What follows belongs to an exercise in optimizing a design on an open flow for small area, a short achievable clock period and few clock cycles; a production flow would make more cautious choices.
RTL that was checked went through simulation tests only; none was proved equivalent to the original.
Only the layout flow was run in runs 1 to 3, 6 and 7; the RTL was not checked for function there.
No activity file was given, so power comes from the tool's default toggle rates.

[design/flow/flow/run.sh]
#!/bin/bash
# The standard layout, with the smallest buffer on every port instead of the
# delay-cell buffer buffer_ports picks by default. The timing repair may still
# upsize any port buffer on a critical path.
set -euo pipefail
export BUFFER_PORTS_ARGS="-buffer_cell sky130_fd_sc_hd__buf_1"
bash standard.sh > standard_flow.log 2>&1
[design/flow/constraint.sdc]
create_clock -name core_clock -period 5.0 [get_ports {clk}]
set_input_delay 1.0000 -clock core_clock [delete_from_list [all_inputs] [get_ports {clk}]]
set_output_delay 1.0000 -clock core_clock [all_outputs]
set_load 0.01 [all_outputs]
[design/flow/config.mk]
export PLATFORM = sky130hd
export DESIGN_NAME = evs_finder_top
export DESIGN_NICKNAME = evs_finder_top
export VERILOG_FILES = /design/flow/design.v
export SDC_FILE = /design/flow/constraint.sdc
export NUM_CORES = 4
export LEC_CHECK = 0
export CAP_MARGIN = 20
export CORE_MARGIN = 2
export CORE_UTILIZATION = 60
export SETUP_SLACK_MARGIN = 2.2
export SLEW_MARGIN = 20
[design/flow/standard.sh]
#!/bin/bash
# synth_recipe.tcl (not shown) runs the flow's synth.tcl, then flattens the netlist and writes it again
# the make line also repeats each setting of config.mk as NAME=value (left out here)
make -C /OpenROAD-flow-scripts/flow DESIGN_CONFIG=/design/flow/config.mk WORK_HOME=/design/flow/orfs CLKGATE_MAP_FILE= SYNTH_SCRIPT=/design/flow/synth_recipe.tcl "${@:-finish}"
[design/flow/design.v]
package evs_pkg;
  localparam logic [1:0] K_WT  = 2'd0;   
  localparam logic [1:0] K_GW  = 2'd1;   
  localparam logic [1:0] K_RT  = 2'd2;   
  localparam logic [1:0] K_SGL = 2'd3;   
endpackage
`timescale 1ns/1ps
module evs_finder_top (
  input  logic        clk,
  input  logic        reset,
  input  logic        cmd_start,
  input  logic [2:0]  cmd_op,
  input  logic [41:0] cmd_adr_target,
  input  logic [41:0] cmd_adr_search,
  input  logic [9:0]  cmd_threshold,
  input  logic [9:0]  cmd_wait_cycles,
  input  logic [3:0]  cmd_evs_wanted,
  input  logic [15:0] cmd_guess_limit,
  input  logic        cmd_large_page,
  output logic        mem_req_valid,
  output logic        mem_req_write,
  output logic [41:0] mem_req_addr,
  input  logic        mem_ack,
  input  logic [3:0]  evs_rd_index,
  output logic        op_done,
  output logic [9:0]  op_timing,
  output logic [3:0]  evs_count,
  output logic [41:0] evs_rd_data
);
  logic [41:0] target_q;
  logic [25:0] base_hi;      
  logic [4:0]  base_lo;      
  logic [15:0] end_q;        
  logic [9:0]  thr_q;
  logic [9:0]  wait_q;
  logic [3:0]  need_q;       
  logic        large_q;
  logic        idle;         
  logic        start;        
  logic        waitack;      
  logic        waitw;        
  logic        is_wb;        
  logic [1:0]  kind;         
  logic        req_valid;
  logic        req_write;
  logic [9:0]  lat;          
  logic [16:0] g;            
  logic        g_full;       
  logic [3:0]  count;
  logic [15:0] slot [15];
  logic [3:0]  wr_lo;
  logic [41:0] addr_q;
  logic        slow;
  logic        at_limit;
  logic        wait_hit;
  logic        rt_ack;
  logic        found;
  logic        rt_done;
  logic [9:0]  lat_inc;
  logic [16:0] rb_g;
  logic [15:0] rb_m;
  logic [16:0] g_inc;
  logic [16:0] sel_g;
  logic [25:0] hi_p1;
  logic [25:0] hi_sel;
  logic [15:0] rb_grp [4];
  logic [41:0] gaddr;
  logic [15:0] srch_mid;
  assign slow     = (lat >= thr_q);
  assign at_limit = (g[15:0] == end_q);
  assign wait_hit = ((is_wb ? g[9:0] : lat) == wait_q);
  assign rt_ack   = waitack && mem_ack && (kind == evs_pkg::K_RT);
  assign found    = rt_ack && slow;
  assign rt_done  = rt_ack && ((slow && count == need_q) || at_limit);
  assign lat_inc  = (lat == 10'h3FF) ? lat : lat + 10'd1;
  assign g_inc    = {g[16] | g_full, g[15:0] + 16'd1};
  always_comb begin
    for (int j = 0; j < 4; j++) begin
      case (evs_rd_index[1:0])
        2'd0: rb_grp[j] = slot[4*j];
        2'd1: rb_grp[j] = slot[4*j+1];
        2'd2: rb_grp[j] = slot[4*j+2];
        default: rb_grp[j] = (j == 3) ? slot[14] : slot[4*j+3];
      endcase
    end
    rb_m = rb_grp[evs_rd_index[3:2]];
    rb_g = {evs_rd_index >= wr_lo, rb_m};
  end
  assign hi_p1 = base_hi + (large_q ? 26'd1 : 26'd32);
  assign sel_g  = idle ? rb_g : ((kind == evs_pkg::K_RT) ? g_inc : g);
  assign hi_sel = sel_g[16] ? hi_p1 : base_hi;
  assign gaddr[41:21] = hi_sel[25:5];
  assign gaddr[20:16] = large_q ? hi_sel[4:0]  : sel_g[15:11];
  assign gaddr[15:5]  = large_q ? sel_g[15:5] : sel_g[10:0];
  assign gaddr[4:0]   = large_q ? sel_g[4:0]  : base_lo;
  assign srch_mid = cmd_large_page ? cmd_adr_search[15:0] : cmd_adr_search[20:5];
  always_ff @(posedge clk) begin
    if (idle && cmd_start) begin
      target_q <= cmd_adr_target;
      base_hi  <= cmd_adr_search[41:16];
      base_lo  <= cmd_adr_search[4:0];
      end_q    <= srch_mid + cmd_guess_limit;
      thr_q    <= cmd_threshold;
      wait_q   <= cmd_wait_cycles;
      need_q   <= (cmd_evs_wanted == 4'd0) ? 4'd0 : cmd_evs_wanted - 4'd1;
      large_q  <= cmd_large_page;
      is_wb    <= (cmd_op == 3'd2);
    end
  end
  always_ff @(posedge clk) begin
    if (reset) begin
      idle      <= 1'b1;
      start     <= 1'b0;
      waitack   <= 1'b0;
      waitw     <= 1'b0;
      req_valid <= 1'b0;
      lat       <= '0;
      count     <= '0;
    end else begin
      req_valid <= 1'b0;
      if (idle && cmd_start) begin
        count <= '0;
        if (!cmd_op[2]) begin
          idle  <= 1'b0;
          start <= 1'b1;
        end
      end
      if (start) begin
        start     <= 1'b0;
        waitack   <= 1'b1;
        req_valid <= 1'b1;
        lat       <= 10'd1;
      end
      if (waitack) begin
        if (!mem_ack) begin
          lat <= lat_inc;
        end else begin
          case (kind)
            evs_pkg::K_WT, evs_pkg::K_GW: begin
              waitack <= 1'b0;
              waitw   <= 1'b1;
              lat     <= '0;
            end
            evs_pkg::K_RT: begin
              if (found) count <= count + 4'd1;
              if (rt_done) begin
                waitack <= 1'b0;
                idle    <= 1'b1;
              end else begin
                req_valid <= 1'b1;
                lat       <= 10'd1;
              end
            end
            default: begin
              waitack <= 1'b0;
              if (is_wb) waitw <= 1'b1;
              else       idle  <= 1'b1;
            end
          endcase
        end
      end
      if (waitw) begin
        if (wait_hit) begin
          waitw <= 1'b0;
          if (kind == evs_pkg::K_SGL) begin
            idle <= 1'b1;
          end else begin
            waitack   <= 1'b1;
            req_valid <= 1'b1;
            lat       <= 10'd1;
          end
        end else if (!is_wb) begin
          lat <= lat_inc;
        end
      end
    end
  end
  always_ff @(posedge clk) begin
    if (idle && cmd_start) begin
      kind      <= (cmd_op == 3'd0) ? evs_pkg::K_WT : evs_pkg::K_SGL;
      req_write <= (cmd_op != 3'd3);
      g         <= {1'b0, srch_mid};
      g_full    <= &srch_mid;
      wr_lo     <= '0;
    end else if (waitack && mem_ack) begin
      if (kind == evs_pkg::K_WT) kind <= evs_pkg::K_GW;
      if (kind == evs_pkg::K_GW) kind <= evs_pkg::K_RT;
      if (kind == evs_pkg::K_RT) begin
        kind      <= slow ? evs_pkg::K_WT : evs_pkg::K_GW;
        req_write <= 1'b1;
        g         <= g_inc;
        g_full    <= (g[15:0] == 16'hFFFE);
        if (slow && !g[16]) wr_lo <= count + 4'd1;
      end
      if (kind == evs_pkg::K_SGL) g <= '0;
    end else if (waitw) begin
      req_write <= (kind == evs_pkg::K_GW);
      if (is_wb) g <= g_inc;
    end
  end
  always_ff @(posedge clk) begin
    for (int k = 0; k < 15; k++) begin
      if (found && count == 4'(k)) slot[k] <= g[15:0];
    end
  end
  logic addr_tgt;
  assign addr_tgt = !idle && (start
                           || (waitw && kind != evs_pkg::K_GW)
                           || (waitack && kind == evs_pkg::K_RT && slow && mem_ack));
  always_ff @(posedge clk) begin
    addr_q <= addr_tgt ? target_q : gaddr;
  end
  assign op_done       = idle;
  assign op_timing     = lat;
  assign evs_count     = count;
  assign evs_rd_data   = addr_q;
  assign mem_req_valid = req_valid;
  assign mem_req_write = req_write;
  assign mem_req_addr  = addr_q;
endmodule
==> impl_metrics.env, run 1 <==
export IMPL_ys_seq_area_share_pct=62.1
export IMPL_synth_ff_type="edfxtp_1"
export IMPL_cts_root_buf="clkbuf_16"
export IMPL_critical_path_slowest_cell="o41ai_2"
export IMPL_cts_hold_buf=0
export IMPL_avgSynthCellArea_um2=14.1
export IMPL_regArea_mm2=0.0126
export IMPL_yosysTopAreaCellShare_pct=55.6
export IMPL_fin_skew_ns=0.0217
export IMPL_syn_inst=1431
export IMPL_num_rows=67
export IMPL_slew_headroom_pct=48.7
export IMPL_floorplan_initialDensity_pct=60.7
export IMPL_synth_commonest_cells="375 x edfxtp_1, 74 x nand2_1, 66 x dfxtp_1"
export IMPL_synth_edf_count=375
export IMPL_die_area_mm2=0.0352
export IMPL_dr_pass1_iters=5
export IMPL_die_h_um=188
export IMPL_async_flop_share_pct=0
export IMPL_clk_latency_ns=0.55
export IMPL_leakage_uw=0.00861
export IMPL_cts_htree_levels=2
export IMPL_worst_slew_pin_slew_ns=0.770
export IMPL_antenna_found_initial=0
export IMPL_cts_buffers=45
export IMPL_grt_pass1_wl_mm=77.1
export IMPL_ys_ff_latch=441
export IMPL_nFillCells=2254
export IMPL_dp_cells=2028
export IMPL_drt_iter0_markers=1038
export IMPL_cp_max_fo=6
export IMPL_cp_num_buf_inv=2
export IMPL_pin_count=237
export IMPL_nets=1901
export IMPL_max_stage_delay_ns=0.41
export IMPL_post_place_ws_ns=0.912
export IMPL_hold_path_class="reg -> reg"
export IMPL_grt_overflow=0
export IMPL_place_port_buffers=236
export IMPL_coreArea_mm2=0.0334
export IMPL_syn_area_mm2=0.0202
export IMPL_syn_to_final_growth_pct=20.3
export IMPL_tns_ns=0
export IMPL_maxCapViolCount=0
export IMPL_place_gp_congestion=0.933
export IMPL_fin_ws_ns=2.10
export IMPL_multi_input_area_mm2=0.00731
export IMPL_seq_power_share_pct=49.7
export IMPL_grt_max_degree=90
export IMPL_period_share_pct=57.9
export IMPL_clockPowerShare_pct=37.4
export IMPL_path_clk_slew_ns=0.06
export IMPL_dp_hpwl_mm=32.5
export IMPL_crit_arrival_ns=3.31
export IMPL_path_class="in -> reg"
export IMPL_synth_largest_area_cell="edfxtp_1"
export IMPL_final_cell_count_no_fill=2202
export IMPL_grt_usage_pct=29.1
export IMPL_report_final_slew_viol_count=0
export IMPL_critPathLaunchType="primary input"
export IMPL_worstSetupEndpointType="register"
export IMPL_yosysMostFrequentCell="edfxtp_1"
export IMPL_p_comb_share_pct=12.9
export IMPL_finalSetupViolCount=0
export IMPL_clock_sink_count=441
export IMPL_via_per_inst=5.99
export IMPL_fmaxAchievable_mhz=345
export IMPL_diodes=0
export IMPL_detail_route_antenna_nets=0
export IMPL_power_density_mw_per_mm2=357
export IMPL_drt_wl_total_mm=52.6
export IMPL_drc=0
export IMPL_ys_warn_count=3
export IMPL_cts_tree="done"
export IMPL_hold_viol=0
export IMPL_p_sw_share_pct=24.5
export IMPL_cp_top_family="compound AO/OA/AOI/OAI gates"
export IMPL_drive_gt1_share_pct=21.6
export IMPL_worst_ep_required_time_ns=5.41
export IMPL_synthesis_nets=1614
export IMPL_yosysUniqueCellTypes=77
export IMPL_vias=13200
export IMPL_cts_buffer_depth=3
export IMPL_crit_chain="buf_16 -> buf_4 -> mux2_4 -> ha_4 -> nor2b_2 -> o21ai_2 -> a21boi_2 -> o41ai_2 -> a31oi_1 -> or4_1 -> nand3_1"
export IMPL_outcome="finished clean"
export IMPL_grt_pass1_vias=12900
export IMPL_die_x_um=188
export IMPL_min_period_ns=2.90
export IMPL_routedWlPerCell_um=23.9
export IMPL_ir_drop_mv=0.388
export IMPL_power_switching_uw=2130
export IMPL_p_int_uw=6570
export IMPL_yosys_top_cells_area="edfxtp_1 56%, dfxtp_1 6.5%, mux4_2 6.2%"
export IMPL_rsz0062_at_grt="true"
[stage by stage]
stage / util (%) / hold WS, ns / power [uW] / area (um2)
final: 73.0 / 0.471 / 8710 / 24400
after floorplan: - / 0.449 / 5090 / 20800
after global placement: 64.8 / 0.455 / 5360 / 21600
after detailed placement: 64.8 / 0.458 / 5370 / 21600
after CTS: 71.0 / 0.473 / 8640 / 23700
after global routing: 73.0 / 0.476 / 8990 / 24400
[per-layer routing]
| metal | track usage (%) | up-vias | share of wire, % |
|---|---|---|---|
| met5 | 0 | - | 0 |
| li1 | - | 5959 | - |
| met3 | 4.30 | 93 | 7.8 |
| met2 | 48.1 | 609 | 49 |
| met1 | 40.6 | 6522 | 40 |
| met4 | 8.54 | 0 | 2.7 |
[power groups by stage]
stage	logic (uW)	clock network (uW)	registers, uW
3_5_place_dp	921	0	4450
5_1_grt	1210	3440	4340
2_1_floorplan	696	0	4400
6_report	1130	3250	4330
4_1_cts	1010	3280	4350
3_3_place_gp	910	0	4450
[state kept, by name (all words and copies together) (netlist names), 2 cells and up]
signal / cells
lat: 10
addr_q: 42
base_hi: 26
slot: 240
target_q: 42
kind: 2
base_lo: 5
count: 4
need_q: 4
thr_q: 10
wait_q: 10
wr_lo: 4
g: 17
end_q: 16
[cells in the final DEF (no fill, tap or decap), types with 8 or more instances in the layout]
cell / count
xor2_1: 35
mux4_2: 56
o21ai_1: 28
clkbuf_1: 13
or3_1: 8
nor4_1: 15
and3_1: 10
nand2b_1: 8
a21o_1: 11
mux2_4: 23
edfxtp_1: 375
nand3_1: 30
nor3_1: 19
buf_12: 22
a31oi_1: 13
nand2_1: 73
mux2_2: 28
o22ai_1: 11
xnor2_1: 57
nor4_4: 9
dfxtp_1: 64
a21oi_1: 39
nand4_1: 15
a211oi_1: 8
mux2i_1: 53
clkbuf_16: 51
o21ai_0: 32
buf_6: 8
a21oi_2: 12
inv_1: 56
buf_4: 76
nor2_1: 59
buf_1: 231
ha_1: 41
and2_4: 10
[worst reg2reg max path: stages (launching register included)]
cell and delay, ns:
dfxtp_1 0.47, ha_1 0.28, o21a_1 0.22, nor2_1 0.43, nor3_1 0.11, buf_4 0.20
o21ai_4 0.20, buf_6 0.19, clkbuf_16 0.20, mux2_2 0.34
[cells by family after synthesis]
| group | count (synthesis) | synth area share, % |
|---|---|---|
| flops | 441 | 62.1 |
| simple gates | 308 | 7.72 |
| compound gates | 203 | 6.35 |
| buf+inv | 172 | 4.46 |
| mux | 168 | 12.4 |
| xor+xnor | 92 | 3.98 |
| fa+ha+maj | 47 | 2.94 |
[cell type report]
cell class | count | share of cell area [%]
Timing Repair Buffer | 349 | 9.14
Multi-Input combinational cell | 818 | 30.0
Clock buffer | 65 | 5.26
Clock inverter | 18 | 0.621
Timing Repair inverter | 1 | 0.0205
Tap cell | 448 | 2.30
Sequential cell | 441 | 51.7
Inverter | 62 | 0.981
[what timing repair did]
item	in CTS	in global routing
setup endpoints to repair	300	281
setup buffers	36	48
gates resized for setup	51	30
cloned	3	4
hold endpoints to repair	0	0
pin swaps	16	11
[path summary, 6_finish.rpt]
check	from	end	slack [ns]	cells after the start
setup reg to reg	lat[8]	addr_q[40]	2.26	9
setup / recovery	cmd_large_page	end_q[14]	2.10	11
hold reg to reg	target_q[33]	addr_q[33]	0.47	1
hold / removal	target_q[33]	addr_q[33]	0.47	1
==> run 2: changes to the inputs <==
--- a/design/flow/config.mk
+++ b/design/flow/config.mk
@@ -8,5 +8,5 @@
 export CAP_MARGIN = 20
 export CORE_MARGIN = 2
 export CORE_UTILIZATION = 60
-export SETUP_SLACK_MARGIN = 2.2
+export SETUP_SLACK_MARGIN = 2.6
 export SLEW_MARGIN = 20
==> impl_metrics.env, run 2 <==
export IMPL_outcome="finished clean"
export IMPL_p_sw_share_pct=25.3
export IMPL_die_h_um=188
export IMPL_final_common_cell="edfxtp_1"
export IMPL_post_place_ws_ns=1.18
export IMPL_met1Wirelength_mm=22.1
export IMPL_period_share_pct=57.9
export IMPL_place_gp_congestion=0.880
export IMPL_routedWlPerCell_um=24.9
export IMPL_yosysUniqueCellTypes=77
export IMPL_cts_buffer_depth=3
export IMPL_power_density_mw_per_mm2=340
export IMPL_route_met2_wl_mm=27.9
export IMPL_hold_path_class="reg -> reg"
export IMPL_ys_warn_count=3
export IMPL_vias=13800
export IMPL_detail_route_antenna_nets=0
export IMPL_synth_largest_area_cell="edfxtp_1"
export IMPL_ys_seq_area_share_pct=62.1
export IMPL_multi_input_area_mm2=0.00800
export IMPL_floorplan_initialDensity_pct=60.7
export IMPL_seq_power_share_pct=48.3
export IMPL_nFillCells=1988
export IMPL_finalSetupViolCount=0
export IMPL_worst_ep_required_time_ns=5.42
export IMPL_crit_arrival_ns=3.32
export IMPL_avgSynthCellArea_um2=14.1
export IMPL_leakage_uw=0.00939
export IMPL_nets=1970
export IMPL_worstSetupEndpointType="register"
export IMPL_final_core_util_pct=78.6
export IMPL_largest_register="slot"
export IMPL_p_comb_share_pct=15.5
export IMPL_cts_hold_buf=0
export IMPL_cts_root_buf="clkbuf_16"
export IMPL_tns_ns=0
export IMPL_dp_hpwl_mm=31.5
export IMPL_path_class="in -> reg"
export IMPL_die_area_mm2=0.0352
export IMPL_final_cell_count_no_fill=2274
export IMPL_wl_met3_mm=4.82
export IMPL_dr_pass1_iters=5
export IMPL_drt_iter0_markers=1361
export IMPL_synth_ff_type="edfxtp_1"
export IMPL_power_switching_uw=2260
export IMPL_cts_htree_levels=2
export IMPL_hold_viol=0
export IMPL_grt_max_degree=85
export IMPL_synth_edf_count=375
export IMPL_layout_common_cells="375 x edfxtp_1, 232 x buf_1, 79 x buf_4"
export IMPL_max_stage_delay_ns=0.42
export IMPL_top_regs="slot: 240 flops, addr_q: 42 flops, target_q: 42 flops"
export IMPL_cts_tree="done"
export IMPL_clock_sink_count=441
export IMPL_syn_to_final_growth_pct=29.6
export IMPL_syn_inst=1431
export IMPL_critPathLaunchType="primary input"
export IMPL_min_period_ns=2.90
export IMPL_grt_overflow=0
export IMPL_worst_slew_pin_slew_ns=0.840
export IMPL_syn_area_mm2=0.0202
export IMPL_p_int_uw=6660
export IMPL_yosysMostFrequentCell="edfxtp_1"
export IMPL_drive_gt1_share_pct=28.9
export IMPL_coreArea_mm2=0.0334
export IMPL_cp_num_buf_inv=3
export IMPL_fin_skew_ns=0.0213
export IMPL_synth_commonest_cells="375 x edfxtp_1, 74 x nand2_1, 66 x dfxtp_1"
export IMPL_regArea_mm2=0.0126
export IMPL_critical_path_most_common_cell="buf_12"
export IMPL_path_clk_slew_ns=0.06
export IMPL_yosys_top_cells_area="edfxtp_1 56%, dfxtp_1 6.5%, mux4_2 6.2%"
export IMPL_slew_headroom_pct=44.0
export IMPL_clockPowerShare_pct=36.2
export IMPL_cp_top_family="compound AO/OA/AOI/OAI gates"
export IMPL_synthesis_nets=1614
export IMPL_drt_wl_total_mm=56.5
export IMPL_antenna_found_initial=1
export IMPL_die_x_um=188
export IMPL_cp_max_fo=7
export IMPL_grt_pass1_wl_mm=81.8
export IMPL_yosysTopAreaCellShare_pct=55.6
export IMPL_report_final_slew_viol_count=0
export IMPL_routed_top_layer="met4"
export IMPL_grt_usage_pct=31.2
export IMPL_critical_path_slowest_cell="or4_1"
export IMPL_grt_pass1_vias=13400
export IMPL_fmaxAchievable_mhz=345
export IMPL_cts_buffers=46
export IMPL_ir_drop_mv=0.315
export IMPL_largest_reg_flops=240
export IMPL_via_per_inst=6.07
export IMPL_num_rows=67
export IMPL_pin_count=237
export IMPL_ys_ff_latch=441
export IMPL_async_flop_share_pct=0
export IMPL_rsz0062_at_grt="true"
export IMPL_maxCapViolCount=0
export IMPL_clk_latency_ns=0.57
export IMPL_crit_chain="buf_12 -> buf_12 -> mux2_4 -> ha_4 -> inv_2 -> fa_2 -> nor2b_1 -> o21ai_2 -> a21boi_2 -> o41ai_4 -> a31oi_2 -> or4_1 -> nand3_1"
export IMPL_dp_cells=2022
export IMPL_fin_ws_ns=2.10
export IMPL_drc=0
export IMPL_place_port_buffers=236
run 2: layout make-up:
cell class	count	area share [%]
diodes	1	0.00954
clock buffers	68	4.90
clock inverters	18	0.477
inverters	62	0.973
multi-input cells	818	30.5
flip-flops and latches	441	48.0
well taps	448	2.14
repair buffers	417	13.0
repair inverters	1	0.0191
run 2: power groups by stage:
stage | clock [uW] | sequential (uW) | combinational, uW
after floorplan | 0 | 4400 | 701
after global placement | 0 | 4450 | 916
after detailed placement | 0 | 4450 | 925
after CTS | 3260 | 4310 | 1270
after global routing | 3400 | 4310 | 1460
final | 3230 | 4300 | 1380
run 2: logic make-up after synthesis:
family          Yosys count  share of synthesized area [%]
xor+xnor                 92                           3.98
fa+ha+maj                47                           2.94
buf+inv                 172                           4.46
compound gates          203                           6.35
simple gates            308                           7.72
flops                   441                           62.1
mux                     168                           12.4
run 2: worst paths after layout:
kind	start	endpoint	slack (ns)	depth (start not counted)
max	cmd_large_page	end_q[14]	2.10	13
min	target_q[34]	addr_q[34]	0.47	1
max reg2reg	lat[0]	slot[10][11]	2.43	13
min reg2reg	target_q[34]	addr_q[34]	0.47	1
run 2: routing by layer:
metal | up-vias | global-route usage (%)
li1 | 6117 | -
met5 | - | 0
met2 | 677 | 52.2
met1 | 6876 | 42.7
met3 | 125 | 4.90
met4 | 0 | 9.60
run 2: per-stage QoR:
step	instance area (um2)	hold slack, ns	power (uW)
2_1_floorplan	20900	0.449	5100
3_5_place_dp	21700	0.458	5380
3_3_place_gp	21700	0.453	5360
6_report	26200	0.471	8910
5_1_grt	26200	0.472	9180
4_1_cts	25400	0.471	8840
run 2: what timing repair did:
item / 4_1_cts / 5_1_grt
pin swaps: 58 / 52
setup endpoints to repair: 316 / 317
gates cloned: 22 / 3
resized for setup: 143 / 101
buffers inserted: 114 / 26
==> run 3: changes to the inputs <==
==> design/flow/flow/run.sh (replaced) <==
#!/bin/bash
# The standard layout, with the smallest buffer on every port instead of the
# delay-cell buffer buffer_ports picks by default, clock tree without dummy
# loads, and power recovery (gate downsizing) after global routing.
set -euo pipefail
export BUFFER_PORTS_ARGS="-buffer_cell sky130_fd_sc_hd__buf_1"
export CTS_ARGS="-sink_clustering_enable -repair_clock_nets -dont_use_dummy_load"
export RECOVER_POWER=100
bash standard.sh > standard_flow.log 2>&1
--- a/design/flow/config.mk
+++ b/design/flow/config.mk
@@ -8,5 +8,5 @@
 export CAP_MARGIN = 20
 export CORE_MARGIN = 2
 export CORE_UTILIZATION = 60
-export SETUP_SLACK_MARGIN = 2.6
+export SETUP_SLACK_MARGIN = 1.5
 export SLEW_MARGIN = 20
==> impl_metrics.env, run 3 <==
export IMPL_layout_common_cells="375 x edfxtp_1, 230 x buf_1, 74 x nand2_1"
export IMPL_hold_depth=1
export IMPL_ys_seq_area_share_pct=62.1
export IMPL_yosys_top_cells_area="edfxtp_1 56%, dfxtp_1 6.5%, mux4_2 6.2%"
export IMPL_fin_skew_ns=0.0556
export IMPL_synthSimpleGateAreaFrac_pct=7.72
export IMPL_yosysMostFrequentCell="edfxtp_1"
export IMPL_fin_ws_ns=0.951
export IMPL_pin_count=237
export IMPL_seq_power_share_pct=54.2
export IMPL_synth_xor_area_share_pct=3.98
export IMPL_grt_pass1_vias=12400
export IMPL_synth_commonest_cells="375 x edfxtp_1, 74 x nand2_1, 66 x dfxtp_1"
export IMPL_avgSynthCellArea_um2=14.1
export IMPL_clock_sink_count=441
export IMPL_num_rows=67
export IMPL_worstSetupEndpointType="register"
export IMPL_die_h_um=188
export IMPL_vias=12600
export IMPL_post_place_ws_ns=0.736
export IMPL_floorplan_initialDensity_pct=60.7
export IMPL_synth_ff_type="edfxtp_1"
export IMPL_worst_slew_pin_slew_ns=1.84
export IMPL_routedWlPerCell_um=23.4
export IMPL_synth_edf_count=375
export IMPL_synth_top_family_by_area="multiplexers"
export IMPL_grt_usage_pct=27.8
export IMPL_worst_r2r_startpoint="lat[3]"
export IMPL_outcome="failed layout checks"
export IMPL_die_area_mm2=0.0352
export IMPL_place_gp_congestion=0.928
export IMPL_syn_to_final_growth_pct=10.6
export IMPL_leakage_uw=0.00768
export IMPL_drt_wl_total_mm=48.8
export IMPL_r2r_worst_path_cells=10
export IMPL_final_common_cell="edfxtp_1"
export IMPL_async_flop_share_pct=0
export IMPL_rrSetupSlack_ns=1.05
export IMPL_power_density_mw_per_mm2=361
export IMPL_rsz0062_at_grt="true"
export IMPL_yosysTopAreaCellShare_pct=55.6
export IMPL_ys_warn_count=3
export IMPL_worst_ep_required_time_ns=5.36
export IMPL_fmaxAchievable_mhz=247
export IMPL_power_switching_uw=1940
export IMPL_cp_max_fo=13
export IMPL_cts_htree_levels=2
export IMPL_tns_ns=0
export IMPL_cts_root_buf="clkbuf_16"
export IMPL_p_int_uw=6140
export IMPL_p_sw_share_pct=24.0
export IMPL_grt_pass1_wl_mm=73.8
export IMPL_nets=1823
export IMPL_grt_overflow=0
export IMPL_cts_tree="done"
export IMPL_antenna_found_initial=1
export IMPL_critPathLaunchType="primary input"
export IMPL_coreArea_mm2=0.0334
export IMPL_hold_slack_ns=0.448
export IMPL_grt_max_degree=79
export IMPL_report_final_slew_viol_count=33
export IMPL_slew_headroom_pct=-22.3
export IMPL_path_class="in -> reg"
export IMPL_nFillCells=2492
export IMPL_reg2reg_to="slot[14][5]"
export IMPL_hold_end="addr_q[29]"
export IMPL_hold_path_class="reg -> reg"
export IMPL_largest_reg_flops=240
export IMPL_via_per_inst=6.04
export IMPL_finalSetupViolCount=0
export IMPL_cts_hold_buf=0
export IMPL_hold_viol=0
export IMPL_drt_iter0_markers=1154
export IMPL_path_clk_slew_ns=0.06
export IMPL_hold_path_startpoint="target_q[29]"
export IMPL_maxCapViolCount=1
export IMPL_synth_largest_area_cell="edfxtp_1"
export IMPL_so_faults="max-capacitance violations, max-slew violations"
export IMPL_dr_pass1_iters=5
export IMPL_min_period_ns=4.05
export IMPL_p_comb_share_pct=10.8
export IMPL_largest_register="slot"
export IMPL_detail_route_antenna_nets=0
export IMPL_ys_ff_latch=441
export IMPL_syn_inst=1431
export IMPL_dp_hpwl_mm=32.8
export IMPL_clockPowerShare_pct=35.0
export IMPL_synthAdderAreaFrac_pct=2.94
export IMPL_clk_latency_ns=0.58
export IMPL_top_regs="slot: 240 flops, addr_q: 42 flops, target_q: 42 flops"
export IMPL_place_port_buffers=236
export IMPL_die_x_um=188
export IMPL_drive_gt1_share_pct=11.4
export IMPL_crit_arrival_ns=4.41
export IMPL_yosysUniqueCellTypes=77
export IMPL_drc=0
export IMPL_synthesis_nets=1614
export IMPL_period_share_pct=81.0
export IMPL_diodes=0
export IMPL_cts_buffers=45
export IMPL_syn_area_mm2=0.0202
export IMPL_synth_mux_area_share_pct=12.4
export IMPL_ir_drop_mv=0.279
export IMPL_cts_buffer_depth=3
export IMPL_synth_compound_area_share_pct=6.35
-- run 3: how the worst max path moves through the flow --
stage              startpoint     endpoint
2_1_floorplan  cmd_large_page    end_q[15]
3_3_place_gp   cmd_large_page    end_q[15]
3_5_place_dp   cmd_large_page    end_q[15]
4_1_cts                lat[0]   slot[0][2]
5_1_grt                lat[3]  slot[13][4]
6_report       cmd_large_page    end_q[15]
-- run 3: kinds of logic after synthesis --
group                      after synthesis
DFF                                    441
and+or+nand+nor                        308
buffers and inverters                  172
muxes                                  168
xor gates and xnor gates                92
AOI/OAI and AO/OA                      203
adders and majority gates               47
-- run 3: power by group through the flow --
stage | logic, uW | registers, uW | clock network, uW
after detailed placement | 891 | 4450 | 0
after global routing | 955 | 4390 | 3010
final | 876 | 4380 | 2830
after CTS | 897 | 4380 | 2890
after floorplan | 650 | 4400 | 0
after global placement | 884 | 4440 | 0
-- run 3: cell type report --
cell class,instances,area (um2),share of cell area [%]
inverter,62,235,1.05
tap,448,561,2.50
timing repair buffer,272,1150,5.15
clock buffer,45,1130,5.03
multi-input combinational,818,6730,30.1
sequential,441,12600,56.2
-- run 3: repair_timing --
item | in CTS | in global routing
setup buffers | 1 | 0
endpoints found under the setup margin | 29 | 44
pin swaps | 1 | 0
gates resized for setup | 2 | 4
-- run 3: per-layer routing --
| metal | routed length, um | part of all wire [%] | vias up | global-route usage, % |
|---|---|---|---|---|
| met5 | 16 | 0.033 | - | 0 |
| met1 | 20600 | 42 | 6196 | 39.2 |
| met3 | 3440 | 7.0 | 95 | 3.71 |
| met2 | 23400 | 48 | 547 | 45.5 |
| li1 | - | - | 5752 | - |
| met4 | 1360 | 2.8 | 2 | 8.57 |
-- run 3: metrics by stage --
step	utilization [%]	instances	area, um2	total power, uW
after floorplan	-	1431	20300	5050
after global placement	64.0	2040	21400	5330
after detailed placement	64.0	2040	21400	5340
after CTS	67.4	2086	22500	8160
after global routing	67.1	2086	22400	8360
final	67.1	2086	22400	8080
-- run 3: worst max-delay path: stages --
cell and delay (ns):
clkbuf_1 0.59, mux2i_1 0.50, inv_1 0.11, ha_1 0.30
a211oi_1 0.32, o21ai_0 0.22, a211oi_1 0.53, a21oi_1 0.18
o21a_1 0.23, o21a_1 0.19, o311ai_1 0.25
==> run 4: changes to the inputs <==
--- a/design/flow/design.v
+++ b/design/flow/design.v
@@ -50,7 +50,8 @@
   logic [15:0] slot [15];
   logic [3:0]  wr_lo;
   logic [41:0] addr_q;
-  logic        slow;
+  logic        slow;         
+  logic        launch;       
   logic        at_limit;
   logic        wait_hit;
   logic        rt_ack;
@@ -66,7 +67,6 @@
   logic [15:0] rb_grp [4];
   logic [41:0] gaddr;
   logic [15:0] srch_mid;
-  assign slow     = (lat >= thr_q);
   assign at_limit = (g[15:0] == end_q);
   assign wait_hit = ((is_wb ? g[9:0] : lat) == wait_q);
   assign rt_ack   = waitack && mem_ack && (kind == evs_pkg::K_RT);
@@ -99,12 +99,14 @@
       target_q <= cmd_adr_target;
       base_hi  <= cmd_adr_search[41:16];
       base_lo  <= cmd_adr_search[4:0];
-      end_q    <= srch_mid + cmd_guess_limit;
+      end_q    <= cmd_guess_limit;
       thr_q    <= cmd_threshold;
       wait_q   <= cmd_wait_cycles;
       need_q   <= (cmd_evs_wanted == 4'd0) ? 4'd0 : cmd_evs_wanted - 4'd1;
       large_q  <= cmd_large_page;
       is_wb    <= (cmd_op == 3'd2);
+    end else if (start) begin
+      end_q    <= end_q + g[15:0];   
     end
   end
   always_ff @(posedge clk) begin
@@ -198,6 +200,12 @@
       if (is_wb) g <= g_inc;
     end
   end
+  assign launch = start
+               || (waitw && wait_hit && kind != evs_pkg::K_SGL)
+               || (rt_ack && !rt_done);
+  always_ff @(posedge clk) begin
+    slow <= launch ? (thr_q <= 10'd1) : (lat_inc >= thr_q);
+  end
   always_ff @(posedge clk) begin
     for (int k = 0; k < 15; k++) begin
       if (found && count == 4'(k)) slot[k] <= g[15:0];
==> design/flow/flow/run.sh (replaced) <==
#!/bin/bash
# The standard layout, with the smallest buffer on every port instead of the
# delay-cell buffer buffer_ports picks by default. The timing repair may still
# upsize any port buffer on a critical path.
set -euo pipefail
export BUFFER_PORTS_ARGS="-buffer_cell sky130_fd_sc_hd__buf_1"
bash standard.sh > standard_flow.log 2>&1
--- a/design/flow/config.mk
+++ b/design/flow/config.mk
@@ -8,5 +8,5 @@
 export CAP_MARGIN = 20
 export CORE_MARGIN = 2
 export CORE_UTILIZATION = 60
-export SETUP_SLACK_MARGIN = 1.5
+export SETUP_SLACK_MARGIN = 2.6
 export SLEW_MARGIN = 20
==> impl_metrics.env, run 4 <==
export IMPL_drt_iter0_markers=1610
export IMPL_vias=14300
export IMPL_yosys_top_cells_area="edfxtp_1 56%, dfxtp_1 6.7%, mux4_2 5.5%"
export IMPL_dp_hpwl_mm=32.7
export IMPL_cp_max_fo=6
export IMPL_drt_wl_total_mm=56.9
export IMPL_detail_route_antenna_nets=0
export IMPL_tns_ns=0
export IMPL_nets=2012
export IMPL_report_final_slew_viol_count=0
export IMPL_coreArea_mm2=0.0326
export IMPL_synth_edf_count=375
export IMPL_hold_depth=1
export IMPL_syn_inst=1491
export IMPL_avgSynthCellArea_um2=13.4
export IMPL_ir_drop_mv=0.335
export IMPL_cts_tree="done"
export IMPL_cp_top_family="compound AO/OA/AOI/OAI gates"
export IMPL_crit_arrival_ns=3.24
export IMPL_worstSetupEndpointType="register"
export IMPL_routedWlPerCell_um=24.7
export IMPL_nFillCells=1984
export IMPL_critical_path_most_common_cell="o21ai_2"
export IMPL_top_regs="slot: 240 flops, addr_q: 42 flops, target_q: 42 flops"
export IMPL_pin_count=237
export IMPL_syn_area_mm2=0.0199
export IMPL_clk_latency_ns=0.56
export IMPL_slew_headroom_pct=44.2
export IMPL_synth_commonest_cells="375 x edfxtp_1, 111 x nand2_1, 89 x nor2_1"
export IMPL_cp_num_buf_inv=1
export IMPL_ys_ff_latch=442
export IMPL_cts_hold_buf=0
export IMPL_synthesis_nets=1674
export IMPL_outcome="finished clean"
export IMPL_clock_sink_count=442
export IMPL_rsz0062_at_grt="true"
export IMPL_cts_root_buf="clkbuf_16"
export IMPL_path_class="reg -> reg"
export IMPL_drc=0
export IMPL_ys_seq_area_share_pct=63.2
export IMPL_die_area_mm2=0.0347
export IMPL_min_period_ns=2.81
export IMPL_place_port_buffers=236
export IMPL_largest_register="slot"
export IMPL_largest_reg_flops=240
export IMPL_critPathLaunchType="register"
export IMPL_maxCapViolCount=0
export IMPL_yosysTopAreaCellShare_pct=56.5
export IMPL_yosysUniqueCellTypes=67
export IMPL_via_per_inst=6.21
export IMPL_worst_slew_pin_slew_ns=0.836
export IMPL_floorplan_initialDensity_pct=61.1
export IMPL_antenna_found_initial=2
export IMPL_path_clk_slew_ns=0.06
export IMPL_yosysMostFrequentCell="edfxtp_1"
export IMPL_async_flop_share_pct=0
export IMPL_grt_overflow=0
export IMPL_grt_pass1_wl_mm=81.8
export IMPL_final_common_cell="edfxtp_1"
export IMPL_ys_warn_count=3
export IMPL_cts_buffers=45
export IMPL_place_gp_congestion=0.859
export IMPL_cts_buffer_depth=3
export IMPL_max_stage_delay_ns=0.51
export IMPL_hold_viol=0
export IMPL_leakage_uw=0.00881
export IMPL_die_h_um=186
export IMPL_crit_chain="nand4_1 -> nor2b_4 -> xnor2_2 -> inv_1 -> ha_1 -> nand2b_4 -> a21o_1 -> a21oi_2 -> o21ai_2 -> a2111oi_4 -> o21ai_2 -> mux2_4"
export IMPL_r2r_worst_path_cells=12
export IMPL_hold_path_class="reg -> reg"
export IMPL_drive_gt1_share_pct=25.5
export IMPL_dr_pass1_iters=5
export IMPL_grt_pass1_vias=13400
export IMPL_cp_depth=12
export IMPL_num_rows=66
export IMPL_critical_path_slowest_cell="dfxtp_1"
export IMPL_layout_common_cells="375 x edfxtp_1, 233 x buf_1, 118 x buf_4"
export IMPL_grt_max_degree=76
export IMPL_fin_skew_ns=0.0148
export IMPL_syn_to_final_growth_pct=26.7
export IMPL_finalPower_uw=9220
export IMPL_fmaxAchievable_mhz=356
export IMPL_synth_largest_area_cell="edfxtp_1"
export IMPL_die_x_um=186
export IMPL_grt_usage_pct=31.2
export IMPL_finalSetupViolCount=0
export IMPL_power_density_mw_per_mm2=365
export IMPL_worst_ep_required_time_ns=5.43
export IMPL_cts_htree_levels=2
export IMPL_synth_ff_type="edfxtp_1"
export IMPL_period_share_pct=56.2
[run 4: per-stage QoR]
step | std cells | cell area, um2 | worst slack (ns) | util [%] | hold WS, ns
floorplan | 1491 | 20300 | 1.94 | - | 0.418
global placement | 2081 | 21200 | 1.36 | 65.0 | 0.423
detailed placement | 2083 | 21200 | 1.35 | 65.1 | 0.433
CTS | 2255 | 24200 | 2.05 | 74.3 | 0.447
global route | 2307 | 25300 | 2.00 | 77.4 | 0.477
finish | 2307 | 25300 | 2.19 | 77.4 | 0.443
[run 4: worst paths after layout]
kind                            slack [ns]         to        start
worst max register to register        2.19       slow       lat[9]
worst max-delay path                  2.19       slow       lat[9]
worst min-delay path                  0.44  addr_q[3]  target_q[3]
worst min register to register        0.44  addr_q[3]  target_q[3]
[run 4: final cells by class]
cell class	instances	area, um2	share of cell area [%]
sequential	442	12600	50.0
clock buffer	55	1180	4.69
clock inverter	27	269	1.06
inverter	43	198	0.783
timing repair buffer	407	2790	11.0
antenna	1	2.50	0.00991
multi-input combinational	890	7640	30.2
tap	442	553	2.19
[run 4: routing by layer]
| metal | up-vias | share of wire, % | global-route usage [%] |
|---|---|---|---|
| met5 | - | 0.021 | 0 |
| met2 | 818 | 48 | 49.7 |
| met4 | 2 | 3.4 | 9.72 |
| met3 | 127 | 9.3 | 6.30 |
| met1 | 7053 | 40 | 43.6 |
| li1 | 6320 | - | - |
[run 4: cells by family after synthesis]
group,Yosys count,synth area share (%)
flops,442,63.2
simple gates,381,9.22
compound gates,272,8.55
buf+inv,162,4.00
mux,108,8.59
xor+xnor,79,3.47
fa+ha+maj,47,2.99
[run 4: timing repair]
item / CTS / global route
buffers inserted: 82 / 48
setup endpoints to repair: 296 / 200
gates resized for setup: 150 / 112
pin swaps: 40 / 68
gates cloned: 8 / 3
[run 4: report_power, final]
part,switching [uW],leakage (uW),total [uW],internal (uW)
registers,105,0.00402,4320,4220
logic,884,0.00408,1550,671
clock network,1400,0.000708,3340,1940
total,2390,0.00881,9220,6840
Testbench counts of run 4, summed over its fixed seeds: cycles 144,010.
==> run 5: changes to the inputs <==
--- a/design/flow/config.mk
+++ b/design/flow/config.mk
@@ -8,5 +8,5 @@
 export CAP_MARGIN = 20
 export CORE_MARGIN = 2
 export CORE_UTILIZATION = 60
-export SETUP_SLACK_MARGIN = 2.6
+export SETUP_SLACK_MARGIN = 2.2
 export SLEW_MARGIN = 20
==> impl_metrics.env, run 5 <==
export IMPL_largest_reg_flops=240
export IMPL_hold_path_startpoint="target_q[3]"
export IMPL_final_cell_count_no_fill=2202
export IMPL_final_common_cell="edfxtp_1"
export IMPL_hold_path_class="reg -> reg"
export IMPL_report_final_slew_viol_count=0
export IMPL_reg2reg_to="slow"
export IMPL_via_per_inst=6.08
export IMPL_synthesis_nets=1674
export IMPL_syn_inst=1491
export IMPL_top_regs="slot: 240 flops, addr_q: 42 flops, target_q: 42 flops"
export IMPL_outcome="finished clean"
export IMPL_coreArea_mm2=0.0326
export IMPL_period_share_pct=58.6
export IMPL_setup_worst_path_start="lat[5]"
export IMPL_min_period_ns=2.93
export IMPL_power_density_mw_per_mm2=386
export IMPL_syn_to_final_growth_pct=16.5
export IMPL_path_clk_slew_ns=0.06
export IMPL_pin_count=237
export IMPL_rrSetupSlack_ns=2.07
export IMPL_synth_commonest_cells="375 x edfxtp_1, 111 x nand2_1, 89 x nor2_1"
export IMPL_syn_area_mm2=0.0199
export IMPL_multi_input_area_mm2=0.00685
export IMPL_finalSetupViolCount=0
export IMPL_dpl_cell_area_mm2=0.0212
export IMPL_crit_arrival_ns=3.37
export IMPL_slew_headroom_pct=42.1
export IMPL_routedWlPerCell_um=23.0
export IMPL_hold_end="addr_q[3]"
export IMPL_maxCapViolCount=0
export IMPL_tns_ns=0
export IMPL_clock_sink_count=442
export IMPL_regArea_mm2=0.0126
export IMPL_grt_pass1_wl_mm=76.7
export IMPL_num_rows=66
export IMPL_r2r_worst_path_cells=13
export IMPL_worstSetupEndpointType="register"
export IMPL_drc=0
export IMPL_drt_iter0_markers=1329
export IMPL_dr_pass1_iters=5
export IMPL_worst_r2r_startpoint="lat[5]"
export IMPL_detail_route_antenna_nets=0
export IMPL_die_h_um=186
export IMPL_grt_usage_pct=29.0
export IMPL_drt_wl_total_mm=50.7
export IMPL_avgSynthCellArea_um2=13.4
export IMPL_antenna_found_initial=1
export IMPL_final_core_util_pct=71.2
export IMPL_cts_buffer_depth=3
export IMPL_dp_hpwl_mm=33.1
export IMPL_cts_root_buf="clkbuf_16"
export IMPL_worst_ep_required_time_ns=5.45
export IMPL_floorplan_initialDensity_pct=61.1
export IMPL_fin_skew_ns=0.0227
export IMPL_cp_max_fo=5
export IMPL_vias=13400
export IMPL_cts_htree_levels=2
export IMPL_grt_pass1_vias=13000
export IMPL_dp_cells=2087
export IMPL_synth_largest_area_cell="edfxtp_1"
export IMPL_die_area_mm2=0.0347
export IMPL_yosysUniqueCellTypes=67
export IMPL_layout_common_cells="375 x edfxtp_1, 232 x buf_1, 110 x nand2_1"
export IMPL_drive_gt1_share_pct=14.8
export IMPL_ir_drop_mv=0.301
export IMPL_ys_ff_latch=442
export IMPL_yosys_top_cells_area="edfxtp_1 56%, dfxtp_1 6.7%, mux4_2 5.5%"
export IMPL_worst_slew_pin_slew_ns=0.859
export IMPL_cts_buffers=46
export IMPL_rsz0062_at_grt="true"
export IMPL_yosysMostFrequentCell="edfxtp_1"
export IMPL_place_port_buffers=236
export IMPL_hold_viol=0
export IMPL_critPathLaunchType="register"
export IMPL_grt_overflow=0
export IMPL_grt_max_degree=121
export IMPL_fin_area_mm2=0.0232
export IMPL_ys_warn_count=3
export IMPL_async_flop_share_pct=0
export IMPL_yosysTopAreaCellShare_pct=56.5
export IMPL_nets=1904
export IMPL_path_class="reg -> reg"
export IMPL_nFillCells=2269
export IMPL_largest_register="slot"
export IMPL_clk_latency_ns=0.57
export IMPL_cts_tree="done"
export IMPL_leakage_uw=0.00803
export IMPL_die_x_um=186
export IMPL_synth_edf_count=375
export IMPL_synth_ff_type="edfxtp_1"
export IMPL_fmaxAchievable_mhz=342
export IMPL_place_gp_congestion=0.869
export IMPL_ys_seq_area_share_pct=63.2
export IMPL_hold_depth=1
-- run 5: worst max-delay path, cell delays in order, from the launching register on --
cell and delay, ns:
dfxtp_4 0.37, and4_4 0.25, nand4_1 0.22, nor2b_4 0.22
xnor2_2 0.14, inv_1 0.06, ha_1 0.27, nand2b_4 0.13
a21o_1 0.16, a21oi_2 0.16, o21ai_2 0.09, a2111oi_4 0.39
o21ai_2 0.12, mux2_2 0.26
-- run 5: through the flow --
step           hold slack (ns)  total power [uW]  setup slack, ns
3_3_place_gp             0.433              5480             1.35
3_5_place_dp             0.438              5490             1.33
4_1_cts                  0.451              8980             1.85
6_report                 0.447              8970             2.07
2_1_floorplan            0.418              5160             1.92
5_1_grt                  0.464              9290             1.94
-- run 5: logic make-up (layout without fill, tap and decap cells) --
kind of cell / after synthesis / in the layout / synth area share [%]
AO/OA/AOI/OAI: 272 / 273 / 8.55
XOR/XNOR: 79 / 79 / 3.47
adder cells (fa/ha/maj): 47 / 47 / 2.99
buffers and inverters: 162 / 429 / 4.00
flip-flops: 442 / 442 / 63.2
multiplexers: 108 / 108 / 8.59
other: 0 / 1 / 0
AND/OR/NAND/NOR: 381 / 381 / 9.22
-- run 5: power by group --
| group | switching [uW] | total [uW] | internal, uW | leakage, uW |
|---|---|---|---|---|
| clock | 1420 | 3480 | 2060 | 0.000757 |
| sequential | 107 | 4330 | 4220 | 0.00402 |
| combinational | 711 | 1160 | 448 | 0.00325 |
-- run 5: worst max-delay path by stage --
stage                             to  slack (ns)  depth (start not counted)
after detailed placement  addr_q[15]        1.33                          8
after global routing            slow        1.94                         13
after floorplan           slot[0][0]        1.92                          5
after global placement    addr_q[15]        1.35                          8
after CTS                       slow        1.85                         13
final                           slow        2.07                         13
-- run 5: repair_timing --
item	4_1_cts	5_1_grt
setup endpoints to repair	148	53
gates resized for setup	20	33
hold buffers	0	0
cloned	1	1
setup buffers	15	11
pin swaps	3	9
-- run 5: final cells by class --
| class | count | share of cell area [%] |
|---|---|---|
| tap | 442 | 2.38 |
| multi-input combinational | 888 | 29.5 |
| timing repair buffer | 300 | 6.40 |
| clock inverter | 29 | 1.40 |
| sequential | 442 | 54.3 |
| clock buffer | 57 | 5.27 |
| inverter | 43 | 0.722 |
| antenna | 1 | 0.0108 |
-- run 5: per-layer routing --
layer	track usage, %	wire length, um
met5	0	0
met4	9.75	1560
met3	4.97	4060
met2	46.6	24000
met1	40.7	21100
==> run 6: changes to the inputs <==
--- a/design/flow/design.v
+++ b/design/flow/design.v
@@ -30,9 +30,11 @@
   logic [41:0] target_q;
   logic [25:0] base_hi;      
   logic [4:0]  base_lo;      
-  logic [15:0] end_q;        
-  logic [9:0]  thr_q;
-  logic [9:0]  wait_q;
+  logic [15:0] rem;          
+  logic [9:0]  thr_m1;       
+  logic        thr_le1;      
+  logic [9:0]  wait_m1;      
+  logic        wait_0;       
   logic [3:0]  need_q;       
   logic        large_q;
   logic        idle;         
@@ -53,7 +55,7 @@
   logic        slow;         
   logic        launch;       
   logic        at_limit;
-  logic        wait_hit;
+  logic        wait_hit;     
   logic        rt_ack;
   logic        found;
   logic        rt_done;
@@ -67,8 +69,7 @@
   logic [15:0] rb_grp [4];
   logic [41:0] gaddr;
   logic [15:0] srch_mid;
-  assign at_limit = (g[15:0] == end_q);
-  assign wait_hit = ((is_wb ? g[9:0] : lat) == wait_q);
+  assign at_limit = (rem == 16'd0);
   assign rt_ack   = waitack && mem_ack && (kind == evs_pkg::K_RT);
   assign found    = rt_ack && slow;
   assign rt_done  = rt_ack && ((slow && count == need_q) || at_limit);
@@ -99,14 +100,13 @@
       target_q <= cmd_adr_target;
       base_hi  <= cmd_adr_search[41:16];
       base_lo  <= cmd_adr_search[4:0];
-      end_q    <= cmd_guess_limit;
-      thr_q    <= cmd_threshold;
-      wait_q   <= cmd_wait_cycles;
+      thr_m1   <= cmd_threshold - 10'd1;
+      thr_le1  <= (cmd_threshold <= 10'd1);
+      wait_m1  <= cmd_wait_cycles - 10'd1;
+      wait_0   <= (cmd_wait_cycles == 10'd0);
       need_q   <= (cmd_evs_wanted == 4'd0) ? 4'd0 : cmd_evs_wanted - 4'd1;
       large_q  <= cmd_large_page;
       is_wb    <= (cmd_op == 3'd2);
-    end else if (start) begin
-      end_q    <= end_q + g[15:0];   
     end
   end
   always_ff @(posedge clk) begin
@@ -204,7 +204,17 @@
                || (waitw && wait_hit && kind != evs_pkg::K_SGL)
                || (rt_ack && !rt_done);
   always_ff @(posedge clk) begin
-    slow <= launch ? (thr_q <= 10'd1) : (lat_inc >= thr_q);
+    slow <= launch ? thr_le1 : (slow || lat == thr_m1);
+  end
+  always_ff @(posedge clk) begin
+    wait_hit <= (waitack && mem_ack) ? wait_0 : ((is_wb ? g[9:0] : lat) == wait_m1);
+  end
+  always_ff @(posedge clk) begin
+    if (idle && cmd_start) begin
+      rem <= cmd_guess_limit;
+    end else if (rt_ack) begin
+      rem <= rem - 16'd1;
+    end
   end
   always_ff @(posedge clk) begin
     for (int k = 0; k < 15; k++) begin
--- a/design/flow/config.mk
+++ b/design/flow/config.mk
@@ -8,5 +8,5 @@
 export CAP_MARGIN = 20
 export CORE_MARGIN = 2
 export CORE_UTILIZATION = 60
-export SETUP_SLACK_MARGIN = 2.2
+export SETUP_SLACK_MARGIN = 2.6
 export SLEW_MARGIN = 20
==> impl_metrics.env, run 6 <==
export IMPL_path_clk_slew_ns=0.06
export IMPL_path_class="reg -> reg"
export IMPL_grt_pass1_vias=13200
export IMPL_drt_iter0_markers=1676
export IMPL_clock_sink_count=445
export IMPL_syn_area_mm2=0.0199
export IMPL_async_flop_share_pct=0
export IMPL_coreArea_mm2=0.0326
export IMPL_syn_to_final_growth_pct=19.8
export IMPL_synth_commonest_cells="377 x edfxtp_1, 135 x nand2_1, 82 x nor2_1"
export IMPL_diodes=0
export IMPL_critical_path_most_common_cell="or4_4"
export IMPL_outcome="finished clean"
export IMPL_nets=1948
export IMPL_cts_root_buf="clkbuf_16"
export IMPL_leakage_uw=0.00818
export IMPL_detail_route_antenna_nets=0
export IMPL_hold_depth=2
export IMPL_dpl_cell_area_mm2=0.0212
export IMPL_final_core_util_pct=73.2
export IMPL_synthesis_nets=1677
export IMPL_worst_slew_pin_slew_ns=0.839
export IMPL_worstSetupEndpointType="register"
export IMPL_cts_tree="done"
export IMPL_cp_max_fo=3
export IMPL_hold_end="addr_q[26]"
export IMPL_rrSetupSlack_ns=2.45
export IMPL_min_period_ns=2.55
export IMPL_ys_ff_latch=445
export IMPL_slew_headroom_pct=44.1
export IMPL_crit_arrival_ns=3.01
export IMPL_fin_skew_ns=0.0173
export IMPL_floorplan_initialDensity_pct=61.1
export IMPL_antenna_found_initial=0
export IMPL_clk_latency_ns=0.58
export IMPL_worst_r2r_startpoint="rem[11]"
export IMPL_ys_seq_area_share_pct=63.6
export IMPL_yosysUniqueCellTypes=73
export IMPL_ys_warn_count=3
export IMPL_nFillCells=2215
export IMPL_grt_usage_pct=31.7
export IMPL_yosysMostFrequentCell="edfxtp_1"
export IMPL_drt_wl_total_mm=55.1
export IMPL_cts_buffer_depth=3
export IMPL_cts_htree_levels=2
export IMPL_pin_count=237
export IMPL_die_h_um=186
export IMPL_syn_inst=1517
export IMPL_die_area_mm2=0.0347
export IMPL_synth_largest_area_cell="edfxtp_1"
export IMPL_critPathLaunchType="register"
export IMPL_avgSynthCellArea_um2=13.1
export IMPL_drc=0
export IMPL_yosys_top_cells_area="edfxtp_1 57%, dfxtp_1 6.8%, mux4_2 4.2%"
export IMPL_via_per_inst=6.16
export IMPL_place_port_buffers=236
export IMPL_synth_edf_count=377
export IMPL_r2r_worst_path_cells=6
export IMPL_ir_drop_mv=0.325
export IMPL_place_gp_congestion=0.895
export IMPL_period_share_pct=51.1
export IMPL_power_density_mw_per_mm2=369
export IMPL_dp_hpwl_mm=34.9
export IMPL_report_final_slew_viol_count=0
export IMPL_fin_area_mm2=0.0239
export IMPL_top_regs="slot: 240 flops, addr_q: 42 flops, target_q: 42 flops"
export IMPL_tns_ns=0
export IMPL_vias=14000
export IMPL_hold_path_class="reg -> reg"
export IMPL_worst_ep_required_time_ns=5.45
export IMPL_maxCapViolCount=0
export IMPL_grt_pass1_wl_mm=80.5
export IMPL_crit_chain="or4_4 -> or4_4 -> or3_4 -> a41oi_2 -> nand2b_1 -> mux2_4"
export IMPL_fmaxAchievable_mhz=392
export IMPL_layout_common_cells="377 x edfxtp_1, 231 x buf_1, 131 x nand2_1"
export IMPL_synth_ff_type="edfxtp_1"
export IMPL_die_x_um=186
export IMPL_largest_reg_flops=240
export IMPL_hold_viol=0
export IMPL_grt_max_degree=95
export IMPL_rsz0062_at_grt="true"
export IMPL_final_common_cell="edfxtp_1"
export IMPL_drive_gt1_share_pct=17.3
export IMPL_grt_overflow=0
export IMPL_cts_buffers=46
export IMPL_yosysTopAreaCellShare_pct=56.8
export IMPL_max_stage_delay_ns=0.54
export IMPL_routedWlPerCell_um=24.3
export IMPL_critical_path_slowest_cell="or4_4"
export IMPL_finalSetupViolCount=0
export IMPL_hold_path_startpoint="target_q[26]"
export IMPL_reg2reg_to="slow"
export IMPL_num_rows=66
export IMPL_dr_pass1_iters=5
export IMPL_cts_hold_buf=0
export IMPL_largest_register="slot"
==> run 6: changes by cell type after synthesis, sizes merged, moves of 9 or more <==
cell	delta
xnor2	+16
a21oi	-19
mux4	-12
ha	-22
nor4	+11
nor3	+9
clkbuf	+12
mux2i	+14
buf	-11
nand2	+24
==> run 6: layout make-up <==
class / instances / area (um2) / share of cell area (%)
clock inverters: 22 / 195 / 0.817
inverters: 40 / 171 / 0.718
multi-input cells: 913 / 6980 / 29.2
well taps: 442 / 553 / 2.32
repair buffers: 342 / 2000 / 8.39
clock buffers: 63 / 1290 / 5.39
flip-flops and latches: 445 / 12700 / 53.2
==> run 6: cells by family after synthesis <==
| logic type | synth area share, % |
|---|---|
| adder cells (fa/ha/maj) | 1.51 |
| flip-flops | 63.6 |
| AO/OA/AOI/OAI | 8.30 |
| AND/OR/NAND/NOR | 10.3 |
| XOR/XNOR | 4.53 |
| buffers and inverters | 3.88 |
| multiplexers | 7.85 |
==> run 6: per-layer routing <==
layer / GRT usage, % / vias to the layer above / share of wire, %
met5: 0 / - / 0
met4: 9.67 / 0 / 2.9
met3: 6.09 / 106 / 9.9
met2: 50.5 / 791 / 47
met1: 44.7 / 6839 / 40
li1: - / 6237 / -
==> run 6: how the worst max path moves through the flow <==
stage | start | to | slack, ns | cells past startpoint
2_1_floorplan | evs_rd_index[0] | addr_q[22] | 1.99 | 12
3_3_place_gp | evs_rd_index[0] | addr_q[9] | 1.35 | 8
3_5_place_dp | evs_rd_index[0] | addr_q[9] | 1.35 | 8
4_1_cts | rem[11] | slow | 2.43 | 6
5_1_grt | rem[11] | slow | 2.38 | 6
6_report | rem[11] | slow | 2.45 | 6
==> run 6: timing repair <==
action,in CTS,in global routing
cloned,3,2
buffers inserted,47,29
resized for setup,64,29
endpoints found under the setup margin,321,167
pin swaps,19,11
==> run 6: worst max-delay path: cells and delay by family (launching register included) <==
| kind | cells | cell delay (ns) |
|---|---|---|
| and+or+nand+nor | 4 | 1.53 |
| muxes | 1 | 0.33 |
| DFF | 1 | 0.41 |
| AOI/OAI and AO/OA | 1 | 0.17 |
==> run 6: metrics by stage <==
step / setup WS, ns / instances / hold WS (ns) / total power, uW
final: 2.45 / 2267 / 0.449 / 8810
after global routing: 2.38 / 2267 / 0.466 / 9080
after CTS: 2.43 / 2236 / 0.452 / 8780
after detailed placement: 1.35 / 2101 / 0.436 / 5350
after global placement: 1.35 / 2098 / 0.437 / 5340
after floorplan: 1.99 / 1517 / 0.418 / 5060
==> run 6: power by group <==
group	switching (uW)	total, uW	internal [uW]
logic	650	1050	398
registers	140	4390	4250
clock network	1420	3370	1960
==> run 7: changes to the inputs <==
--- a/design/flow/config.mk
+++ b/design/flow/config.mk
@@ -8,5 +8,5 @@
 export CAP_MARGIN = 20
 export CORE_MARGIN = 2
 export CORE_UTILIZATION = 60
-export SETUP_SLACK_MARGIN = 2.6
+export SETUP_SLACK_MARGIN = 3.0
 export SLEW_MARGIN = 20
==> impl_metrics.env, run 7 <==
export IMPL_period_share_pct=51.5
export IMPL_final_core_util_pct=84.7
export IMPL_path_class="reg -> reg"
export IMPL_syn_inst=1517
export IMPL_cts_buffer_depth=3
export IMPL_critPathLaunchType="register"
export IMPL_r2r_worst_path_cells=6
export IMPL_crit_chain="or4_4 -> or4_4 -> or3_4 -> a41oi_2 -> nand2b_1 -> mux2_4"
export IMPL_grt_overflow=0
export IMPL_hold_path_startpoint="target_q[17]"
export IMPL_slew_headroom_pct=22.9
export IMPL_cts_buffers=46
export IMPL_layout_common_cells="377 x edfxtp_1, 150 x buf_6, 135 x buf_4"
export IMPL_cts_htree_levels=2
export IMPL_fin_ws_ns=2.43
export IMPL_critical_path_slowest_cell="or4_4"
export IMPL_die_h_um=186
export IMPL_path_clk_slew_ns=0.07
export IMPL_yosysTopAreaCellShare_pct=56.8
export IMPL_critical_path_most_common_cell="or4_4"
export IMPL_worst_ep_required_time_ns=5.47
export IMPL_num_rows=66
export IMPL_met2_usage_pct=58.6
export IMPL_die_area_mm2=0.0347
export IMPL_synth_edf_count=377
export IMPL_cts_tree="done"
export IMPL_setup_worst_path_start="rem[9]"
export IMPL_report_final_slew_viol_count=0
export IMPL_clk_latency_ns=0.60
export IMPL_vias=15800
export IMPL_drive_gt1_share_pct=37.3
export IMPL_cp_top_family="simple AND/OR/NAND/NOR gates"
export IMPL_cp_max_fo=3
export IMPL_tns_ns=0
export IMPL_use_met1_pct=46.6
export IMPL_syn_area_mm2=0.0199
export IMPL_final_common_cell="edfxtp_1"
export IMPL_fin_skew_ns=0.0257
export IMPL_detail_route_antenna_nets=0
export IMPL_yosysUniqueCellTypes=73
export IMPL_grt_usage_pct=35.6
export IMPL_leakage_uw=0.00987
export IMPL_top_regs="slot: 240 flops, addr_q: 42 flops, target_q: 42 flops"
export IMPL_place_port_buffers=236
export IMPL_drt_wl_total_mm=67.7
export IMPL_fmaxAchievable_mhz=389
export IMPL_clock_sink_count=445
export IMPL_hold_slack_ns=0.466
export IMPL_dr_pass1_iters=8
export IMPL_place_gp_congestion=0.838
export IMPL_synth_ff_type="edfxtp_1"
export IMPL_hold_end="addr_q[17]"
export IMPL_pin_count=237
export IMPL_nets=2097
export IMPL_worstSetupEndpointType="register"
export IMPL_synth_commonest_cells="377 x edfxtp_1, 135 x nand2_1, 82 x nor2_1"
export IMPL_coreArea_mm2=0.0326
export IMPL_cts_root_buf="clkbuf_16"
export IMPL_grt_pass1_vias=14700
export IMPL_dp_hpwl_mm=33.4
export IMPL_async_flop_share_pct=0
export IMPL_ys_ff_latch=445
export IMPL_ys_seq_area_share_pct=63.6
export IMPL_top_usage_layer="met2"
export IMPL_avgSynthCellArea_um2=13.1
export IMPL_largest_register="slot"
export IMPL_worst_r2r_startpoint="rem[9]"
export IMPL_outcome="finished clean"
export IMPL_hold_depth=1
export IMPL_grt_max_degree=89
export IMPL_final_cell_count_no_fill=2419
export IMPL_ys_warn_count=3
export IMPL_grt_pass1_wl_mm=89.7
export IMPL_synthesis_nets=1677
export IMPL_grt_util_met3_pct=6.72
export IMPL_max_stage_delay_ns=0.57
export IMPL_crit_arrival_ns=3.04
export IMPL_die_x_um=186
export IMPL_ir_drop_mv=0.343
export IMPL_min_period_ns=2.57
export IMPL_routedWlPerCell_um=28.0
export IMPL_maxCapViolCount=0
export IMPL_dp_cells=2096
export IMPL_rsz0062_at_grt="true"
export IMPL_yosysMostFrequentCell="edfxtp_1"
export IMPL_reg2reg_to="slow"
export IMPL_floorplan_initialDensity_pct=61.1
export IMPL_hold_viol=0
export IMPL_drc=0
export IMPL_synth_largest_area_cell="edfxtp_1"
export IMPL_hold_path_class="reg -> reg"
export IMPL_antenna_found_initial=2
export IMPL_largest_reg_flops=240
export IMPL_power_density_mw_per_mm2=343
export IMPL_post_place_ws_ns=1.16
export IMPL_via_per_inst=6.52
export IMPL_worst_slew_pin_slew_ns=1.16
export IMPL_drt_iter0_markers=2261
export IMPL_cp_num_buf_inv=0
export IMPL_rrSetupSlack_ns=2.43
export IMPL_nFillCells=1526
export IMPL_finalSetupViolCount=0
export IMPL_yosys_top_cells_area="edfxtp_1 57%, dfxtp_1 6.8%, mux4_2 4.2%"
export IMPL_syn_to_final_growth_pct=38.6
==> run 7: cell counts after synthesis <==
No cell type changed its count.
==> run 7: cells by family (layout without fill, tap and decap cells) <==
logic type	Yosys count	after routing	share of synthesized area, %
fa+ha+maj	24	24	1.51
flops	445	445	63.6
other cells	0	2	0
compound gates	251	252	8.30
mux	108	108	7.85
simple gates	426	429	10.3
xor+xnor	103	103	4.53
buf+inv	160	614	3.88
==> run 7: worst max path at each step <==
stage | endpoint | slack [ns] | depth (start not counted)
after global routing | addr_q[20] | 2.35 | 7
after CTS | slow | 2.41 | 6
after global placement | addr_q[39] | 1.19 | 9
after detailed placement | addr_q[35] | 1.16 | 9
after floorplan | addr_q[22] | 1.99 | 12
final | slow | 2.43 | 6
==> run 7: what timing repair did <==
| action | in CTS | in global routing |
|---|---|---|
| pin swaps | 56 | 91 |
| setup endpoints to repair | 459 | 410 |
| hold buffers | 0 | 0 |
| endpoints found under the hold margin | 0 | 0 |
| buffers inserted | 167 | 46 |
| gates resized for setup | 441 | 167 |
| gates cloned | 16 | 6 |
==> run 7: per-layer routing <==
layer	part of all wire, %	vias up	wire length, um
met5	0	-	0
li1	-	6552	-
met3	11	263	7460
met4	5.3	0	3570
met1	36	7718	24500
met2	48	1232	32200
==> run 7: layout make-up <==
| class | count | area (um2) | area share [%] |
|---|---|---|---|
| sequential | 445 | 12800 | 46.4 |
| timing repair buffer | 488 | 4680 | 16.9 |
| multi-input combinational | 916 | 7880 | 28.5 |
| clock inverter | 23 | 256 | 0.928 |
| inverter | 40 | 176 | 0.638 |
| tap | 442 | 553 | 2.00 |
| clock buffer | 63 | 1260 | 4.56 |
| antenna | 2 | 5.00 | 0.0181 |
==> run 7: stage by stage <==
step	power, uW	instance area [um2]
4_1_cts	9210	26400
3_3_place_gp	5340	21300
2_1_floorplan	5060	20500
3_5_place_dp	5360	21300
6_report	9470	27600
5_1_grt	9690	27600
==> run 7: where the power goes <==
part	internal (uW)	switching (uW)
clock network	2030	1470
registers	4250	167
logic	714	832
total	7000	2470

## port drivers added, routing unchanged
No port has a modelled driver above. Below, the same layouts with a new extraction and two added sets of constraints.
Step 1, drivers: a clkbuf_16 drives clk and a buf_2 each remaining input, both assumed.
Step 2 also shifts input and output timing later by t, the mid clock arrival at the registers, as if the neighbouring blocks saw the same clock.
Three values: no drivers, after step 1, after step 2; two values: the first two.
run	t (ns)	setup WS [ns]	worst hold slack (ns)	cell pins on the clock port's net
run 1	0.599	2.103 / 2.031 / 1.432	0.471 / 0.471 / 0.471	1
run 2	0.614	2.104 / 2.108 / 1.494	0.471 / 0.471 / 0.471	1
run 3	0.610	0.951 / 0.918 / 0.308	0.448 / 0.448 / 0.448	1
run 4	0.603	2.192 / 2.192 / 1.875	0.443 / 0.443 / 0.443	1
run 5	0.610	2.072 / 2.072 / 1.706	0.447 / 0.447 / 0.447	1
run 6	0.625	2.447 / 2.447 / 1.942	0.449 / 0.449 / 0.449	1
run 7	0.641	2.427 / 2.427 / 1.884	0.466 / 0.466 / 0.466	1
The setup slack of run 1, which loses most, moves by -0.072 ns with the drivers and by -0.671 ns with both steps.
